Source: an optimization exercise on an open RTL-to-GDS flow (aim: small area, a short achievable clock period and few clock cycles per item). Production flows keep margins and buffers that such runs may drop. RTL that was checked went through simulation tests only; none was proved equivalent to the original. Power figures rest on the tool's default switching activity, not on a simulated workload.

old:
## servo_slew_limiter
module servo_slew_limiter (
    input  logic        clk,
    input  logic        rst_n,
    input  logic        cmd_valid,
    output logic        cmd_stall,
    input  logic        cmd_op,
    input  logic [15:0] cmd_raw_angle,
    output logic        res_valid,
    input  logic        res_stall,
    output logic [7:0]  res_target_angle,
    output logic [7:0]  res_current_angle,
    output logic [11:0] res_target_pulse_us,
    output logic [11:0] res_drive_pulse_us,
    output logic        res_drive_updated,
    input  logic        cfg_valid,
    output logic        cfg_ready,
    input  logic [1:0]  cfg_index,
    input  logic [15:0] cfg_data
);
    servo_angle_slew_limiter_core u_core (
        .clk                 (clk),
        .rst_n               (rst_n),
        .cmd_valid           (cmd_valid),
        .cmd_stall           (cmd_stall),
        .cmd_op              (cmd_op),
        .cmd_raw_angle       (cmd_raw_angle),
        .res_valid           (res_valid),
        .res_stall           (res_stall),
        .res_target_angle    (res_target_angle),
        .res_current_angle   (res_current_angle),
        .res_target_pulse_us (res_target_pulse_us),
        .res_drive_pulse_us  (res_drive_pulse_us),
        .res_drive_updated   (res_drive_updated),
        .cfg_valid           (cfg_valid),
        .cfg_ready           (cfg_ready),
        .cfg_index           (cfg_index),
        .cfg_data            (cfg_data)
    );
endmodule
Settings: LEC_CHECK=0, CAP_MARGIN=20, CORE_MARGIN=2, CORE_UTILIZATION=40, CTS_BUF_LIST=sky130_fd_sc_hd__clkbuf_8, CTS_CLUSTER_SIZE=40, PLACE_DENSITY=0.6, SETUP_SLACK_MARGIN=5, SLEW_MARGIN=20; clock period 9.0 ns.
run.sh (not shown) runs the stock make flow with config.mk's settings and CLKGATE_MAP_FILE= SYNTH_SCRIPT=/design/flow/synth_recipe.tcl, a recipe that flattens the netlist after the stock synthesis.
Testbench counts of old, summed over its fixed seeds: cycles 24,208, items 24,000.
Modified inputs, new compared to old
--- a/flow/design.v
+++ b/flow/design.v
@@ -112,44 +112,46 @@
     assign cs_sum = {cs_s_r, 1'b1} + {cs_t_r, cs_c_r};
     assign pulse  = cs_sum[12:1];
     assign res_valid           = res_valid_r;
     assign res_target_angle    = res_goal_r;
     assign res_current_angle   = res_now_r;
     assign res_target_pulse_us = pg_r;
     assign res_drive_pulse_us  = pn_r;
     assign res_drive_updated   = res_moved_r;
     logic        raw_big, raw_mid;
     logic [8:0]  raw_half;
     logic [7:0]  goal_set;
     logic [15:0] cnt_inc;
-    logic        fire, up, snap_up, snap_dn;
-    logic [8:0]  now_up, now_dn;
+    logic        fire, up, snap;
+    logic [8:0]  gdiff, gcmp, now_up, now_dn;
+    logic [7:0]  gmag;
     logic [7:0]  now_step;
     logic        move;
     assign raw_big  = (cmd_raw_angle[14:0] > 15'd360);
     assign raw_mid  = (cmd_raw_angle[8:0] > 9'd180);
     assign raw_half = {1'b0, cmd_raw_angle[8:1]} + {8'd0, cmd_raw_angle[0]};
     assign goal_set = cmd_raw_angle[15] ? 8'd0
                     : raw_big           ? 8'd180
                     : raw_mid           ? raw_half[7:0]
                     :                     cmd_raw_angle[7:0];
     assign cnt_inc  = cnt_r + 16'd1;
     assign fire     = (cnt_inc >= itv_r);
-    assign up       = (goal_r > now_r);
+    assign gdiff    = {1'b0, goal_r} - {1'b0, now_r};
+    assign up       = !gdiff[8];
+    assign gmag     = gdiff[7:0] ^ {8{!up}};
+    assign gcmp     = {1'b0, gmag} + {1'b0, ~step_r} + {8'd0, !up};
+    assign snap     = !gcmp[8];
     assign now_up   = {1'b0, now_r} + {1'b0, step_r};
     assign now_dn   = {1'b0, now_r} - {1'b0, step_r};
-    assign snap_up  = now_up[8] | (now_up[7:0] >= goal_r);
-    assign snap_dn  = now_dn[8] | (now_dn[7:0] <= goal_r);
-    assign now_step = up ? (snap_up ? goal_r : now_up[7:0])
-                         : (snap_dn ? goal_r : now_dn[7:0]);
+    assign now_step = snap ? goal_r : (up ? now_up[7:0] : now_dn[7:0]);
     assign move     = fire && (now_r != goal_r) && (step_r != 8'd0);
     always_ff @(posedge clk or negedge rst_n)
     begin
         if (!rst_n)
         begin
             now_r       <= sasl_pkg::ANGLE_HOME;
             goal_r      <= sasl_pkg::ANGLE_HOME;
             cnt_r       <= 16'd0;
             s1_valid_r  <= 1'b0;
             s2_valid_r  <= 1'b0;
             res_valid_r <= 1'b0;
         end
Taking old as the reference, in new hold slack has decreased; combined area of all synthesized cells has decreased; worst path buffer plus inverter count has increased.
old consumes more power than new.
old -> new: synthesized cell count decreased slightly
Final area shrinks slightly when moving from old to new.
Re clock power share: new is 2.0 points up on old.
Measured against each other, new and old differ in worst setup slack after placement, the lower figure coming from old.
Detailed-placement wirelength estimate (new over old): decrease, 2.1%
Between new and old, the portion of the clock cycle consumed by the worst path in the final layout is higher for new.
Area overhead of the layout relative to synthesis delta for new relative to old: 1.6 points higher
new leaves less setup margin than old.
Relative to old, clock skew has increased by 3.7 ps in new.
The RTL of new was laid out without a check of its function.

## what the ideal ports hide
How much do the figures lean on ideal ports? The routed layouts below were timed once more, with nothing changed but the port constraints.
Step 1 sets driving cells, clkbuf_16 on the clock port and buf_2 on the other inputs (assumed; they add their load-dependent delay and slew).
Step 2 moves the port delays by t, midway between the first and last clock arrival at a register: inputs arrive t later, outputs are due t later. That takes back most of the time a late clock gives input paths.
a / b / c = ideal / step 1 / step 2; a / b = the first two.
| run | t (ns) | setup slack, ns | worst data-port slew with drivers (ns) | cell pins on the clock port's net |
|---|---|---|---|---|
| old | 0.520 | 5.018 / 4.987 / 4.724 | 0.05 | 1 |
| new | 0.538 | 5.004 / 4.999 / 4.681 | 0.05 | 1 |
After both steps setup and hold are still met in every run listed. The setup slack of new, which loses most, moves by -0.005 ns with the drivers and by -0.323 ns with both steps.
